What follows belongs to an exercise in optimizing a design on an open flow for small area, a short achievable clock period and few clock cycles per item; a production flow would make more cautious choices.
In this exercise RTL edits were held to simulation tests only and were not proved equivalent to the original.
No activity file was given, so power comes from the tool's default toggle rates.

== lane 1 ==
## space_to_depth_address_gen_core
module space_to_depth_address_gen_core #(
  parameter int unsigned DATA_BITS = 32,
  parameter int unsigned DIM_BITS  = 12,
  parameter int unsigned ADDR_BITS = 24
) (
  input  logic                   clk_i,
  input  logic                   rst_ni,
  input  logic                   psel,
  input  logic                   penable,
  input  logic                   pwrite,
  input  logic [4:0]             paddr,
  input  logic [31:0]            pwdata,
  output logic [31:0]            prdata,
  output logic                   pready,
  input  logic                   in_valid_i,
  output logic                   in_ready_o,
  input  logic [DATA_BITS-1:0]   element_value_i,
  output logic                   out_valid_o,
  input  logic                   out_ready_i,
  output logic [DATA_BITS-1:0]   out_value_o,
  output logic [ADDR_BITS-1:0]   out_address_o,
  output logic                   in_range_o,
  output logic                   last_element_o
);
Size in the first run: roughly 1600 cells after synthesis, about 290 flip-flops, ~170 I/O pins, ~17000 µm² of cells after synthesis.
clock: 10.0 ns
lec_check: 0
abc_clock_period_in_ps: 3000
cap_margin: 20
core_margin: 2
core_utilization: 40
setup_slack_margin: 5
slew_margin: 20
run.sh (not shown) runs the stock make flow with config.mk's settings and CLKGATE_MAP_FILE= SYNTH_SCRIPT=/design/flow/synth_recipe.tcl, a recipe that flattens the netlist after the stock synthesis.
Testbench counts of lane 1, summed over its fixed seeds: cycles 53,572, items 52,758.
#### Input delta (lane 2 over lane 1)
Settings: SETUP_SLACK_MARGIN no longer set, was 5; ABC_CLOCK_PERIOD_IN_PS no longer set, was 3000.
--- outcome ---
Against lane 1, peak supply drop in lane 2 rose by a few percent.
[lane 2] average wire per cell in the routed design rose about 1.8% relative to lane 1
From lane 1 to lane 2 the numbers moved as follows: number of violations reported at the end of detailed-routing iteration 0 saw an increase, switching share of total power saw an increase, overall routed net length saw an increase, clock power saw little to no change.
Relative to lane 2, the following input files were edited for lane 3:
Settings: putting ABC_CLOCK_PERIOD_IN_PS at 3000 where nothing was set.
==> flow/flow/run.sh (new file) <==
#!/bin/bash
# Standard layout, with timing repair aimed at a larger setup margin.
# Synthesis is the standard synthesis, unchanged.
set -euo pipefail
MARGIN=7
bash standard.sh synth > synth.log 2>&1
sed 's/"\${@:-finish}"/SETUP_SLACK_MARGIN='"$MARGIN"' "${@:-finish}"/' standard.sh > layout.sh
grep -q "SETUP_SLACK_MARGIN=$MARGIN" layout.sh
bash layout.sh > layout.log 2>&1
==> flow/standard.sh (new file) <==
#!/bin/bash
# synth_recipe.tcl (not shown) runs the flow's synth.tcl, then flattens the netlist and writes it again
# the make line also repeats each setting of config.mk as NAME=value (left out here)
make -C /OpenROAD-flow-scripts/flow DESIGN_CONFIG=/design/flow/config.mk WORK_HOME=/design/flow/orfs CLKGATE_MAP_FILE= SYNTH_SCRIPT=/design/flow/synth_recipe.tcl "${@:-finish}"
removed: flow/run.sh
==> comparison <==
Lane 3 against lane 2: met1 capacity usage during global routing increased 3.2 points; relative area of non-clock buffer cells in the final design increased 5.3 points; detailed-route via count increased 798. Against lane 2, lane 3 reports a final area that is higher. Number of global-route vias before repair up 4.3% in lane 3 wrt lane 2. Final wirelength in lane 3 is 8.5% higher than in lane 2.


Setup of ember:
Another version of the RTL of space_to_depth_address_gen_core (not shown whole).
Size: about 1,500 cells after synthesis, about 300 flip-flops, about 170 I/O pins, about 17,000 µm² of cells after synthesis.
// space_to_depth_address_gen_core
module space_to_depth_address_gen_core #(
  parameter int unsigned DATA_BITS = 32,
  parameter int unsigned DIM_BITS  = 12,
  parameter int unsigned ADDR_BITS = 24
) (
  input  logic                   clk_i,
  input  logic                   rst_ni,
  input  logic                   psel,
  input  logic                   penable,
  input  logic                   pwrite,
  input  logic [4:0]             paddr,
  input  logic [31:0]            pwdata,
  output logic [31:0]            prdata,
  output logic                   pready,
  input  logic                   in_valid_i,
  output logic                   in_ready_o,
  input  logic [DATA_BITS-1:0]   element_value_i,
  output logic                   out_valid_o,
  input  logic                   out_ready_i,
  output logic [DATA_BITS-1:0]   out_value_o,
  output logic [ADDR_BITS-1:0]   out_address_o,
  output logic                   in_range_o,
  output logic                   last_element_o
);
  localparam int unsigned DW = DIM_BITS + 1;
  localparam int unsigned AW = ADDR_BITS;
  logic [6:0]    batch_q;
  logic [DW-1:0] height_q, width_q, chan_q;
  logic [4:0]    block_q;
  logic [2:0]    idx;
  logic          wr_en, hit;
  logic [DW-1:0] rd_d, rd_q;
  assign idx    = paddr[4:2];
  assign wr_en  = psel && penable && pwrite;
  assign hit    = idx < 3'd5;
  assign pready = 1'b1;
  always_ff @(posedge clk_i or negedge rst_ni) begin
    if (!rst_ni) begin
      batch_q  <= 7'd1;
      height_q <= DW'(1);
      width_q  <= DW'(1);
      chan_q   <= DW'(1);
      block_q  <= 5'd1;
    end else if (wr_en) begin
      case (idx)
        3'd0: batch_q  <= pwdata[6:0];
        3'd1: height_q <= pwdata[DW-1:0];
        3'd2: width_q  <= pwdata[DW-1:0];
  ...
==> flow/config.mk <==
export PLATFORM = sky130hd
export DESIGN_NAME = space_to_depth_address_gen_core
export DESIGN_NICKNAME = space_to_depth_address_gen_core
export VERILOG_FILES = /design/flow/design.v
export SDC_FILE = /design/flow/constraint.sdc
export NUM_CORES = 4
export LEC_CHECK = 0
export ABC_CLOCK_PERIOD_IN_PS = 3000
export CAP_MARGIN = 20
export CORE_MARGIN = 2
export CORE_UTILIZATION = 40
export CTS_BUF_LIST = sky130_fd_sc_hd__clkbuf_8
export CTS_CLUSTER_SIZE = 30
export SLEW_MARGIN = 20
==> flow/constraint.sdc <==
create_clock -name core_clock -period 10.0 [get_ports {clk_i}]
set_input_delay 2.0000 -clock core_clock [delete_from_list [all_inputs] [get_ports {clk_i}]]
set_output_delay 2.0000 -clock core_clock [all_outputs]
set_load 0.01 [all_outputs]
standard.sh (not shown) runs the stock make flow with config.mk's settings and CLKGATE_MAP_FILE= SYNTH_SCRIPT=/design/flow/synth_recipe.tcl, a recipe that flattens the netlist after the stock synthesis.
==> flow/flow/run.sh <==
#!/bin/bash
# Own layout flow: the standard synthesis (standard.sh synth, unchanged),
# then the standard ORFS layout steps with two extra knobs:
#  - port buffers of a small plain buffer cell instead of the resizer's pick
#  - timing repair aimed at a larger setup margin
# Each step's output goes to its own log in this folder; ORFS's per-stage
# logs are under orfs/logs/.
set -euo pipefail
MARGIN=${MARGIN:-7}
PORTBUF=${PORTBUF:-sky130_fd_sc_hd__buf_2}
[[ -f flow/params.sh ]] && source flow/params.sh
bash standard.sh synth > synth.log 2>&1
sed 's/"\${@:-finish}"/SETUP_SLACK_MARGIN='"$MARGIN"' BUFFER_PORTS_ARGS="-buffer_cell '"$PORTBUF"'" "${@:-finish}"/' standard.sh > layout.sh
grep -q "SETUP_SLACK_MARGIN=$MARGIN" layout.sh
bash layout.sh > layout.log 2>&1
==> flow/flow/params.sh <==
MARGIN=7
ember did not stop at any stage, and its layout met the timing, design-rule and antenna checks.
Testbench counts of ember, summed over its fixed seeds: cycles 53,572, items 52,758.
For juniper, these inputs were changed with respect to ember:
diff --git a/flow/config.mk b/flow/config.mk
--- a/flow/config.mk
+++ b/flow/config.mk
@@ -11,4 +11,2 @@
 export CORE_UTILIZATION = 40
-export CTS_BUF_LIST = sky130_fd_sc_hd__clkbuf_8
-export CTS_CLUSTER_SIZE = 30
 export SLEW_MARGIN = 20
ember → juniper: total placed cells including tap cells neither gained nor lost much; count of vias placed by the detailed router lost 84; area of combinational cells with multiple inputs picked up an extra about 0.4%; wire length picked up an extra about 0.5%. The run showing the smaller final worst slack is ember. juniper against ember: total chip power went up, area added between synthesis and finish increased by 0.51 points relative to the old numbers, final critical-path share of the clock period down 1.2 points, final instance area went up by about 0.4%. Sort juniper and ember by minimum clock period after layout desc -> top: ember. Reported for juniper and ember, die outline width turned out identical to the last digit.

==> afterwards: timing with drivers on the ports <==
The results above use ideal ports. As a check the final layouts listed here were re-extracted and re-timed, cells and wires unchanged. Step 1: set_driving_cell puts a clkbuf_16 on clk_i and a buf_2 on each other input, an assumption about the parent block. Step 2 adds t to the input delays and takes it off the output delays; t is the mean of the earliest and latest rising clock arrival at the registers after step 1. Input paths then give back, and output paths get back, about the clock's delay inside the block. Slacks: no drivers / after step 1 / after step 2; pairs: no drivers / after step 1.
| run | t (ns) | slack for setup (ns) | worst setup path after step 2 | pins driven straight from the clock port |
|---|---|---|---|---|
| lane 1 | 0.564 | 5.473 / 5.473 / 4.928 | input to register | 1 |
| lane 2 | 0.575 | 4.069 / 4.069 / 4.069 | register to register | 1 |
| lane 3 | 0.562 | 6.327 / 6.327 / 6.327 | register to register | 1 |
| ember | 0.673 | 6.709 / 6.661 / 6.396 | input to register | 1 |
| juniper | 0.559 | 6.827 / 6.775 / 6.516 | input to register | 1 |
After both steps every run listed still meets setup and hold. For lane 1, which loses most, drivers alone change the setup slack by 0.000 ns; drivers and shift together by -0.545 ns.
